Context: an optimization exercise on an open-source flow, tuned for small area, a short achievable clock period and few clock cycles per item. The choices shown serve that exercise and are no tape-out recipe.
Function was checked by simulation only, so behaviour that the tests miss may differ from the original.
No activity file was given, so power comes from the tool's default toggle rates.

==> design.v <==
package lc_pkg;
	localparam int LC_ADDR_W = 8;
	localparam int LC_DATA_W = 32;
	localparam int LC_RF_DATA_W = 24;
	localparam int LC_RF_DEPTH = 16;
	localparam int LC_RF_ADDR_W = 4;
	localparam int LC_MEM_DEPTH = 64;
	localparam int LC_MEM_ADDR_W = 6;
	localparam int LC_CNT_W = 8;
	localparam int LC_FUNC_W = 4;
	localparam logic [LC_FUNC_W-1:0] FUNC_RF_WR = 4'd0;
	localparam logic [LC_FUNC_W-1:0] FUNC_RF_RD = 4'd1;
	localparam logic [LC_FUNC_W-1:0] FUNC_MEM_WR = 4'd2;
	localparam logic [LC_FUNC_W-1:0] FUNC_MEM_RD = 4'd3;
	localparam logic IO_HOLD = 1'b1;
endpackage
`timescale 1ns/10ps
import lc_pkg::*;
module lc_word_counter
(
	input  logic                 clk,
	input  logic                 arst_n,
	input  logic                 cnt_load,
	input  logic [LC_ADDR_W-1:0] cnt_start,
	input  logic                 len_load,
	input  logic [LC_CNT_W-1:0]  cnt_len,
	input  logic                 cnt_step,
	input  logic                 len_step,
	output logic [LC_ADDR_W-1:0] cnt_addr,
	output logic [LC_ADDR_W-1:0] cnt_next,
	output logic [LC_CNT_W-1:0]  remain
);
	always_comb
	begin
		if (cnt_load)
			cnt_next = cnt_start;
		else if (cnt_step)
			cnt_next = cnt_addr + 1'b1;
		else
			cnt_next = cnt_addr;
	end
	always_ff @(posedge clk or negedge arst_n)
	begin
		if (!arst_n)
			cnt_addr <= '0;
		else
			cnt_addr <= cnt_next;
	end
	always_ff @(posedge clk or negedge arst_n)
	begin
		if (!arst_n)
			remain <= '0;
		else if (len_load)
			remain <= cnt_len;
		else if (len_step)
			remain <= remain - 1'b1;
	end
endmodule
`timescale 1ns/10ps
import lc_pkg::*;
module lc_regfile
(
	input  logic                    clk,
	input  logic                    arst_n,
	input  logic                    rf_load,
	input  logic [LC_RF_ADDR_W-1:0] rf_waddr,
	input  logic [LC_RF_DATA_W-1:0] rf_wdata,
	input  logic [LC_RF_DEPTH-1:0]  rf_rsel,
	output logic [LC_RF_DATA_W-1:0] rf_rdata
);
	logic [LC_RF_DATA_W-1:0] regs [LC_RF_DEPTH];
	logic [LC_RF_DEPTH-1:0] valid;
	always_ff @(posedge clk or negedge arst_n)
	begin
		if (!arst_n)
			valid <= '0;
		else if (rf_load)
			valid[rf_waddr] <= 1'b1;
	end
	always_ff @(posedge clk)
	begin
		if (rf_load)
			regs[rf_waddr] <= rf_wdata;
	end
	always_comb
	begin
		rf_rdata = '0;
		for (int i = 0; i < LC_RF_DEPTH; i++)
			rf_rdata = rf_rdata | (regs[i] & {LC_RF_DATA_W{rf_rsel[i] & valid[i]}});
	end
endmodule
`timescale 1ns/10ps
import lc_pkg::*;
module lc_mem
(
	input  logic                     clk,
	input  logic                     mem_we,
	input  logic [LC_MEM_DEPTH-1:0]  mem_wptr,
	input  logic [LC_DATA_W-1:0]     mem_wdata,
	input  logic [LC_MEM_DEPTH-1:0]  mem_rsel,
	input  logic                     mem_ren,
	output logic [LC_DATA_W-1:0]     mem_rdata
);
	logic [LC_DATA_W-1:0] mem [LC_MEM_DEPTH];
	logic [LC_DATA_W-1:0] rd;
	always_ff @(posedge clk)
	begin
		for (int i = 0; i < LC_MEM_DEPTH; i++)
			if (mem_we && mem_wptr[i])
				mem[i] <= mem_wdata;
	end
	always_comb
	begin
		rd = '0;
		for (int i = 0; i < LC_MEM_DEPTH; i++)
			rd = rd | (mem[i] & {LC_DATA_W{mem_rsel[i]}});
		mem_rdata = rd & {LC_DATA_W{mem_ren}};
	end
endmodule
`timescale 1ns/10ps
import lc_pkg::*;
module lc_isolation
(
	input  logic                 lc_isolation,
	input  logic                 rx_ack_lc,
	input  logic [LC_ADDR_W-1:0] tx_addr_lc,
	input  logic [LC_DATA_W-1:0] tx_data_lc,
	input  logic                 tx_req_lc,
	input  logic                 tx_pend_lc,
	output logic                 rx_ack,
	output logic [LC_ADDR_W-1:0] tx_addr,
	output logic [LC_DATA_W-1:0] tx_data,
	output logic                 tx_req,
	output logic                 tx_pend
);
	logic hold;
	assign hold = (lc_isolation == IO_HOLD);
	assign rx_ack = rx_ack_lc & ~hold;
	assign tx_addr = tx_addr_lc & {LC_ADDR_W{~hold}};
	assign tx_data = tx_data_lc & {LC_DATA_W{~hold}};
	assign tx_req = tx_req_lc & ~hold;
	assign tx_pend = tx_pend_lc & ~hold;
endmodule
`timescale 1ns/10ps
import lc_pkg::*;
module lc_fsm
(
	input  logic                     clk,
	input  logic                     arst_n,
	input  logic [LC_ADDR_W-1:0]     rx_addr,
	input  logic [LC_DATA_W-1:0]     rx_data,
	input  logic                     rx_req,
	input  logic                     rx_pend,
	input  logic                     tx_ack,
	input  logic [LC_RF_DATA_W-1:0]  rf_rdata,
	input  logic [LC_DATA_W-1:0]     mem_rdata,
	input  logic [LC_ADDR_W-1:0]     cnt_addr,
	input  logic [LC_ADDR_W-1:0]     cnt_next,
	input  logic [LC_CNT_W-1:0]      remain,
	output logic [LC_MEM_DEPTH-1:0]  mem_wptr,
	output logic [LC_MEM_DEPTH-1:0]  mem_rsel,
	output logic                     mem_ren,
	output logic [LC_RF_DEPTH-1:0]   rf_rsel,
	output logic                     rx_ack_lc,
	output logic [LC_ADDR_W-1:0]     tx_addr_lc,
	output logic [LC_DATA_W-1:0]     tx_data_lc,
	output logic                     tx_req_lc,
	output logic                     tx_pend_lc,
	output logic [LC_DATA_W-1:0]     wr_word,
	output logic                     rf_load,
	output logic                     mem_we,
	output logic                     cnt_load,
	output logic [LC_ADDR_W-1:0]     cnt_start,
	output logic                     len_load,
	output logic                     cnt_step,
	output logic                     len_step
);
	logic [LC_FUNC_W-1:0] func;
	logic take;
	logic is_read;
	logic take_rd;
	logic in_msg;
	logic busy;
	logic busy_next;
	logic busy_sel;
	logic rd_mem;
	logic rd_mem_next;
	logic rd_mem_sel;
	logic [LC_ADDR_W-1:0] rd_addr;
	logic [LC_MEM_DEPTH-1:0] mem_rsel_q;
	logic [LC_RF_DEPTH-1:0] rf_rsel_q;
	logic tx_raise;
	logic tx_done;
	assign func = rx_addr[LC_FUNC_W-1:0];
	assign take = rx_req && !rx_ack_lc;
	assign is_read = (func == FUNC_RF_RD) || (func == FUNC_MEM_RD);
	assign take_rd = take && is_read;
	assign tx_done = tx_req_lc && tx_ack;
	assign tx_raise = !tx_req_lc && !tx_ack && busy;
	always_ff @(posedge clk or negedge arst_n)
	begin
		if (!arst_n)
		begin
			rx_ack_lc <= 1'b0;
			tx_req_lc <= 1'b0;
			in_msg <= 1'b0;
			rf_load <= 1'b0;
			mem_we <= 1'b0;
			busy <= 1'b0;
		end
		else
		begin
			rx_ack_lc <= rx_req;
			rf_load <= take && (func == FUNC_RF_WR);
			mem_we <= take && (func == FUNC_MEM_WR) && in_msg;
			if (take)
				in_msg <= rx_pend;
			if (tx_done)
				tx_req_lc <= 1'b0;
			else if (tx_raise || (take_rd && !tx_ack && rx_data[23:16] != '0))
				tx_req_lc <= 1'b1;
			busy <= busy_next;
		end
	end
	always_comb
	begin
		busy_next = busy;
		if (take_rd)
			busy_next = (rx_data[23:16] != '0);
		else if (tx_done)
			busy_next = (remain != LC_CNT_W'(1));
	end
	always_ff @(posedge clk)
		busy_sel <= busy_next;
	always_ff @(posedge clk)
	begin
		wr_word <= rx_data;
		if (take_rd)
			tx_addr_lc <= rx_data[15:8];
		rd_mem <= rd_mem_next;
		tx_pend_lc <= busy_sel ? (remain != LC_CNT_W'(1)) : (rx_data[23:16] != LC_CNT_W'(1));
		tx_data_lc <= mem_rdata | {rd_addr & {LC_ADDR_W{!rd_mem_sel}}, rf_rdata};
	end
	assign rd_mem_next = take_rd ? func[1] : rd_mem;
	always_ff @(posedge clk)
	begin
		for (int i = 0; i < LC_MEM_DEPTH; i++)
			mem_wptr[i] <= (cnt_next[LC_MEM_ADDR_W-1:0] == LC_MEM_ADDR_W'(i));
		for (int i = 0; i < LC_MEM_DEPTH; i++)
			mem_rsel_q[i] <= rd_mem_next && (cnt_next[LC_MEM_ADDR_W-1:0] == LC_MEM_ADDR_W'(i));
		for (int i = 0; i < LC_RF_DEPTH; i++)
			rf_rsel_q[i] <= !rd_mem_next && (cnt_next[LC_RF_ADDR_W-1:0] == LC_RF_ADDR_W'(i));
	end
	assign rd_mem_sel = busy_sel ? rd_mem : func[1];
	assign rd_addr = busy_sel ? cnt_addr : rx_data[31:24];
	assign mem_ren = 1'b1;
	always_comb
	begin
		for (int i = 0; i < LC_MEM_DEPTH; i++)
			mem_rsel[i] = busy_sel ? mem_rsel_q[i] :
				(func[1] && (rx_data[24 +: LC_MEM_ADDR_W] == LC_MEM_ADDR_W'(i)));
		for (int i = 0; i < LC_RF_DEPTH; i++)
			rf_rsel[i] = busy_sel ? rf_rsel_q[i] :
				(!func[1] && (rx_data[24 +: LC_RF_ADDR_W] == LC_RF_ADDR_W'(i)));
	end
	assign cnt_load = take && (is_read || (func == FUNC_MEM_WR && !in_msg));
	assign cnt_start = is_read ? rx_data[31:24] : rx_data[7:0];
	assign cnt_step = mem_we || tx_done;
	assign len_load = take_rd;
	assign len_step = tx_done;
endmodule
`timescale 1ns/10ps
import lc_pkg::*;
module layer_ctrl_top
(
	input  logic                 clk,
	input  logic                 arst_n,
	input  logic                 lc_isolation,
	input  logic [LC_ADDR_W-1:0] rx_addr,
	input  logic [LC_DATA_W-1:0] rx_data,
	input  logic                 rx_req,
	input  logic                 rx_pend,
	output logic                 rx_ack,
	output logic [LC_ADDR_W-1:0] tx_addr,
	output logic [LC_DATA_W-1:0] tx_data,
	output logic                 tx_req,
	output logic                 tx_pend,
	input  logic                 tx_ack
);
	logic rx_ack_lc;
	logic [LC_ADDR_W-1:0] tx_addr_lc;
	logic [LC_DATA_W-1:0] tx_data_lc;
	logic tx_req_lc;
	logic tx_pend_lc;
	logic [LC_DATA_W-1:0] wr_word;
	logic rf_load;
	logic [LC_RF_DATA_W-1:0] rf_rdata;
	logic mem_we;
	logic [LC_DATA_W-1:0] mem_rdata;
	logic cnt_load;
	logic [LC_ADDR_W-1:0] cnt_start;
	logic len_load;
	logic cnt_step;
	logic len_step;
	logic [LC_ADDR_W-1:0] cnt_addr;
	logic [LC_ADDR_W-1:0] cnt_next;
	logic [LC_CNT_W-1:0] remain;
	logic [LC_MEM_DEPTH-1:0] mem_wptr;
	logic [LC_MEM_DEPTH-1:0] mem_rsel;
	logic mem_ren;
	logic [LC_RF_DEPTH-1:0] rf_rsel;
	lc_fsm u_fsm (
		.clk        (clk),
		.arst_n     (arst_n),
		.rx_addr    (rx_addr),
		.rx_data    (rx_data),
		.rx_req     (rx_req),
		.rx_pend    (rx_pend),
		.tx_ack     (tx_ack),
		.rf_rdata   (rf_rdata),
		.mem_rdata  (mem_rdata),
		.cnt_addr   (cnt_addr),
		.cnt_next   (cnt_next),
		.remain     (remain),
		.mem_wptr   (mem_wptr),
		.mem_rsel   (mem_rsel),
		.mem_ren    (mem_ren),
		.rf_rsel    (rf_rsel),
		.rx_ack_lc  (rx_ack_lc),
		.tx_addr_lc (tx_addr_lc),
		.tx_data_lc (tx_data_lc),
		.tx_req_lc  (tx_req_lc),
		.tx_pend_lc (tx_pend_lc),
		.wr_word    (wr_word),
		.rf_load    (rf_load),
		.mem_we     (mem_we),
		.cnt_load   (cnt_load),
		.cnt_start  (cnt_start),
		.len_load   (len_load),
		.cnt_step   (cnt_step),
		.len_step   (len_step)
	);
	lc_word_counter u_counter (
		.clk       (clk),
		.arst_n    (arst_n),
		.cnt_load  (cnt_load),
		.cnt_start (cnt_start),
		.len_load  (len_load),
		.cnt_len   (rx_data[23:16]),
		.cnt_step  (cnt_step),
		.len_step  (len_step),
		.cnt_addr  (cnt_addr),
		.cnt_next  (cnt_next),
		.remain    (remain)
	);
	lc_isolation u_isolation (
		.lc_isolation (lc_isolation),
		.rx_ack_lc    (rx_ack_lc),
		.tx_addr_lc   (tx_addr_lc),
		.tx_data_lc   (tx_data_lc),
		.tx_req_lc    (tx_req_lc),
		.tx_pend_lc   (tx_pend_lc),
		.rx_ack       (rx_ack),
		.tx_addr      (tx_addr),
		.tx_data      (tx_data),
		.tx_req       (tx_req),
		.tx_pend      (tx_pend)
	);
	lc_regfile u_regfile (
		.clk      (clk),
		.arst_n   (arst_n),
		.rf_load  (rf_load),
		.rf_waddr (wr_word[27:24]),
		.rf_wdata (wr_word[23:0]),
		.rf_rsel  (rf_rsel),
		.rf_rdata (rf_rdata)
	);
	lc_mem u_mem (
		.clk       (clk),
		.mem_we    (mem_we),
		.mem_wptr  (mem_wptr),
		.mem_rsel  (mem_rsel),
		.mem_wdata (wr_word),
		.mem_ren   (mem_ren),
		.mem_rdata (mem_rdata)
	);
endmodule
==> flow/run.sh <==
#!/bin/bash
# The standard layout, with the isolation input and every output port placed
# together on the die's edge, so that the isolation clamp's net stays short.
set -euo pipefail
export PLACE_PINS_ARGS="-group_pins {lc_isolation rx_ack tx_req tx_pend tx_addr[0] tx_addr[1] tx_addr[2] tx_addr[3] tx_addr[4] tx_addr[5] tx_addr[6] tx_addr[7] tx_data[0] tx_data[1] tx_data[2] tx_data[3] tx_data[4] tx_data[5] tx_data[6] tx_data[7] tx_data[8] tx_data[9] tx_data[10] tx_data[11] tx_data[12] tx_data[13] tx_data[14] tx_data[15] tx_data[16] tx_data[17] tx_data[18] tx_data[19] tx_data[20] tx_data[21] tx_data[22] tx_data[23] tx_data[24] tx_data[25] tx_data[26] tx_data[27] tx_data[28] tx_data[29] tx_data[30] tx_data[31]}"
bash standard.sh > standard.log 2>&1
==> standard.sh <==
#!/bin/bash
# synth_recipe.tcl (not shown) runs the flow's synth.tcl, then flattens the netlist and writes it again
# the make line also repeats each setting of config.mk as NAME=value (left out here)
make -C /OpenROAD-flow-scripts/flow DESIGN_CONFIG=/design/flow/config.mk WORK_HOME=/design/flow/orfs CLKGATE_MAP_FILE= SYNTH_SCRIPT=/design/flow/synth_recipe.tcl "${@:-finish}"
==> config.mk <==
export PLATFORM = sky130hd
export DESIGN_NAME = layer_ctrl_top
export DESIGN_NICKNAME = layer_ctrl_top
export VERILOG_FILES = /design/flow/design.v
export SDC_FILE = /design/flow/constraint.sdc
export NUM_CORES = 4
export LEC_CHECK = 0
export CAP_MARGIN = 20
export CORE_MARGIN = 2
export CORE_UTILIZATION = 45
export SETUP_SLACK_MARGIN = 2.4
export SLEW_MARGIN = 20
export TNS_END_PERCENT = 5
==> constraint.sdc <==
create_clock -name core_clock -period 5.0 [get_ports {clk}]
set_input_delay 1.0000 -clock core_clock [delete_from_list [all_inputs] [get_ports {clk}]]
set_output_delay 1.0000 -clock core_clock [all_outputs]
set_load 0.01 [all_outputs]
==> run summary <==
-- per-stage QoR --
| stage | setup TNS, ns | util | instances | area, µm² | hold slack, ns |
|---|---|---|---|---|---|
| 2_1_floorplan | 0 | - | 5092 | 94900 | 0.433 |
| 6_report | 0 | 0.541 | 8691 | 113000 | 0.205 |
| 4_1_cts | 0 | 0.537 | 8578 | 113000 | 0.197 |
| 3_5_place_dp | -0.0179 | 0.485 | 7979 | 102000 | 0.460 |
| 5_1_grt | 0 | 0.540 | 8657 | 113000 | 0.243 |
| 3_3_place_gp | 0 | 0.485 | 7979 | 102000 | 0.454 |
-- path summary, 6_finish.rpt --
| check | slack [ns] | cells after the start | to | from |
|---|---|---|---|---|
| setup / recovery | 1.75 | 14 | u_fsm.tx_data_lc[23]$_DFF_P_ | u_fsm.busy_sel$_DFF_P_ |
| hold / removal | 0.21 | 1 | u_counter.cnt_addr[5]$_DFF_PN0_ | arst_n |
| setup reg to reg | 1.75 | 14 | u_fsm.tx_data_lc[23]$_DFF_P_ | u_fsm.busy_sel$_DFF_P_ |
| hold reg to reg | 0.48 | 2 | u_fsm.tx_data_lc[12]$_DFF_P_ | u_regfile.regs[2][12]$_DFFE_PP_ |
| max in group asynchronous | 4.09 | 1 | u_fsm.tx_req_lc$_DFFE_PN0P_ | arst_n |
| min in group core_clock | 0.28 | 1 | u_fsm.wr_word[25]$_DFF_P_ | rx_data[25] |
-- cells in the final DEF, fill, tap and decap left out, types with 48 or more instances in the layout --
cell type	n
sky130_fd_sc_hd__a22o_1	309
sky130_fd_sc_hd__nor2b_1	48
sky130_fd_sc_hd__clkdlybuf4s50_1	65
sky130_fd_sc_hd__clkbuf_1	57
sky130_fd_sc_hd__dfxtp_1	166
sky130_fd_sc_hd__a22oi_1	444
sky130_fd_sc_hd__diode_2	97
sky130_fd_sc_hd__buf_4	286
sky130_fd_sc_hd__clkbuf_16	287
sky130_fd_sc_hd__nand2_1	74
sky130_fd_sc_hd__buf_12	88
sky130_fd_sc_hd__nor2_1	177
sky130_fd_sc_hd__nand3_1	94
sky130_fd_sc_hd__a222oi_1	96
sky130_fd_sc_hd__a221oi_1	262
sky130_fd_sc_hd__edfxtp_1	2440
sky130_fd_sc_hd__nand4_1	178
-- state kept, by name (all words and copies together), names as in the netlist, 8 cells and up --
register            count
u_regfile.regs        384
u_fsm.rf_rsel_q        16
u_fsm.tx_data_lc       32
u_fsm.mem_wptr         64
u_counter.remain        8
u_fsm.wr_word          32
u_fsm.mem_rsel_q       64
u_fsm.tx_addr_lc        8
u_counter.cnt_addr      8
u_mem.mem            2048
u_regfile.valid        16
-- worst max-delay path, stage by stage, from the launching register on --
cell                       delay (ns)
sky130_fd_sc_hd__dfxtp_4         0.36
sky130_fd_sc_hd__buf_12          0.14
sky130_fd_sc_hd__buf_6           0.11
sky130_fd_sc_hd__nor4b_4         0.07
sky130_fd_sc_hd__buf_4           0.17
sky130_fd_sc_hd__buf_6           0.11
sky130_fd_sc_hd__a22o_4          0.22
sky130_fd_sc_hd__buf_12          0.17
sky130_fd_sc_hd__buf_16          0.18
sky130_fd_sc_hd__a22o_1          0.23
sky130_fd_sc_hd__a221oi_2        0.18
sky130_fd_sc_hd__nand4_1         0.27
sky130_fd_sc_hd__nor4_2          0.45
sky130_fd_sc_hd__buf_4           0.21
sky130_fd_sc_hd__nand4_1         0.15
-- cell families after synthesis --
family,after synthesis,share of synthesized area
muxes,10,0.00111
xor gates and xnor gates,17,0.00157
DFF,2689,0.828
and+or+nand+nor,782,0.0439
adders and majority gates,8,0.00106
AOI/OAI and AO/OA,1288,0.112
buffers and inverters,298,0.0124
-- layer usage --
layer / vias to the layer above / track usage / wire length [µm]
met2: 5130 / 0.466 / 153000
met3: 1050 / 0.110 / 52900
met1: 30200 / 0.428 / 126000
met5: - / 0 / 124
li1: 22600 / - / -
met4: 18 / 0.222 / 27800
-- what timing repair did --
item / in CTS / in global routing
buffers inserted: 107 / 9
endpoints found under the setup margin: 289 / 342
pin swaps: 70 / 9
cloned: 16 / 1
gates resized for setup: 258 / 49
-- power breakdown --
group | switching (µW) | total (µW) | leakage, µW | internal [µW]
logic | 2960 | 4460 | 0.00816 | 1500
registers | 558 | 25400 | 0.0241 | 24800
clock network | 8490 | 19700 | 0.00413 | 11200
-- final cells by class --
| type | instances | area, µm² | area share |
|---|---|---|---|
| Antenna cell | 97 | 243 | 0.00214 |
| Clock buffer | 354 | 7520 | 0.0665 |
| Clock inverter | 122 | 911 | 0.00805 |
| Inverter | 10 | 37.5 | 0.000332 |
| Multi-Input combinational cell | 2110 | 16800 | 0.148 |
| Sequential cell | 2689 | 78600 | 0.694 |
| Tap cell | 2805 | 3510 | 0.0310 |
| Timing Repair Buffer | 504 | 5610 | 0.0495 |
==> run summary <==
The flow ran to the end and the layout has no timing, DRC or antenna violations. The total iterations of the first detailed-routing run is 8. The number of pins with negative max-slew slack in the final report came out at 0. The sum of internal, switching and leakage power came out at 49,600 µW.

The total of fill cells in the finished design came out at 16,300. The final weighted congestion in routability-driven placement is ~0.90. The die covers 214,000 µm². The worst endpoint data arrival time is 4.00 ns. The worst voltage drop across the vdd grid is 0.400 mV.

The initial standard-cell utilization of the core is 0.453. After layout, the minimum clock period comes to 3.25 ns. The most common flop cell mapped by yosys is sky130_fd_sc_hd__edfxtp_1. The number of global-route vias before repair came to 54,400.

The leakage power total is 0.0364 µW. Dividing the synthesized area by the synthesized cell count gives 18.6 µm². The count of cell types in the netlist came out at 50. The count of buffers added on input and output ports is 84. The maximum number of pins on one net before global-route repair is 81. The final critical-path share of the clock period came out at 0.650.

Clock-pin slew was measured on the worst setup and hold paths at 0.06 ns. The overall overflow remaining after global route came out at 0. For the worst setup path, the data required time is 5.75 ns. The global-route wire length before repair is 474,000 µm.

The via count came out at between 50,000 and 60,000. The later pin in the worst-skew pair is clocked with a latency of 0.95 ns. The sequential share of the synthesized area came out at 0.828. After synthesis, the most frequently instantiated cells are 2,440 x sky130_fd_sc_hd__edfxtp_1, 448 x sky130_fd_sc_hd__a22oi_1, 353 x sky130_fd_sc_hd__a22o_1, 306 x sky130_fd_sc_hd__a221oi_1, 221 x sky130_fd_sc_hd__clkbuf_1. The placed wire-length estimate came out at slightly above 200,000 µm. The number of I/O pins came out at between 80 and 90. The fraction of layout instances using a drive strength above 1 is 0.198. By area the synthesized netlist is led by sky130_fd_sc_hd__edfxtp_1 77%, sky130_fd_sc_hd__dfxtp_1 4.5%, sky130_fd_sc_hd__a22oi_1 3.5%, sky130_fd_sc_hd__a22o_1 3.3%, sky130_fd_sc_hd__a221oi_1 2.8%.

The overall track demand over capacity in global routing is 0.328. Based on the critical path, the design can be clocked at up to 307 MHz. The worst setup path is of the flop to flop kind. The count of synthesis-stage warnings from yosys came out at 5.

The maximum fanout count along the critical path came out at 6. The pre-CTS setup slack came out at -0.0179 ns. The final number of setup-violating endpoints is 0. Setup repair after global routing could not meet its margin everywhere.

The clock sink count came out at 2,689. The cell with the most instances after synthesis is sky130_fd_sc_hd__edfxtp_1. The power per standard cell area is 438 nW/µm². The number of buffers inserted by hold repair at cts is 0. Of the post-synthesis cell area, the dominant cell type holds 0.773. The core footprint is roughly 210,000 µm². Compared with the post-synthesis result, the final layout area differs by 19.4%.

The initial antenna violation count is 33. Summing every instance area after synthesis gives 94,800 µm². The net count after synthesis came out at 5,146. For this block, the initial DRC count from the detailed router was about 12,000. In the routed layout, each cell is associated on average with a via count of 6.78.

The tightest slew margin relative to the limit is 0.147. The max-cap violation count came out at 0. TritonCTS built the clock tree. The H-tree level count came out at 5. After detailed routing, the average wire length per cell comes to 41.4 µm. The DRC violations left came out at 0.

The die is 463 µm tall. The number of nets with antenna violations after detailed routing is 0. The number of cells produced by synthesis is 5,092. The final worst slack is 1.75 ns. The pin slew with the least headroom to its limit is 1.28 ns. The flip-flop and latch count after synthesis came out at 2,689. The cell taking the most area after synthesis is sky130_fd_sc_hd__edfxtp_1. The cell at the root of the clock tree is sky130_fd_sc_hd__clkbuf_16.

The maximum count of clock buffers along a single path is 4. The routed design has 360,000 µm of wire. The total CTS buffers is 278. The type of origin of the critical path is a flop. STA classifies the critical path endpoint as a flop. The final layout contains 5,647 nets.

From left edge to right edge, the die measures 463 µm. The number of rows created at floorplan is 168. The worst hold path belongs to the class input pin to async pin.

The share of synthesized registers carrying an async set or reset came out at 0.0141. The clock skew after layout came out at between 0.05 and 0.06 ns. In this run, synthesis inferred 2,440 flip-flops with an integrated enable. The total count of hold-check failures in the final report is 0.
Testbench counts, summed over its fixed seeds: cycles 11,587, words 5,951.

==> re-timing with driven ports <==
In the flow no input, the clock included, has a driving cell. The finished layout below was timed again as built, in two steps. Step 1 (the two cells are an assumption about what drives the block):
set clk [get_ports {clk}]
set_driving_cell -lib_cell sky130_fd_sc_hd__clkbuf_16 $clk
set_driving_cell -lib_cell sky130_fd_sc_hd__buf_2 [delete_from_list [all_inputs] $clk]
Step 2 also shifts input and output timing later by t, the mid clock arrival at the registers, as if the neighbouring blocks saw the same clock. Slacks: ideal ports / drivers / drivers and shift; pairs: ideal ports / drivers.
shift t [ns]: 1.018
setup slack, ns: 1.748 / 1.674 / 0.806
pins driven straight from the clock port: 1
After both steps setup and hold are still met in this run. For this run, drivers alone change the setup slack by -0.074 ns; drivers and shift together by -0.942 ns.
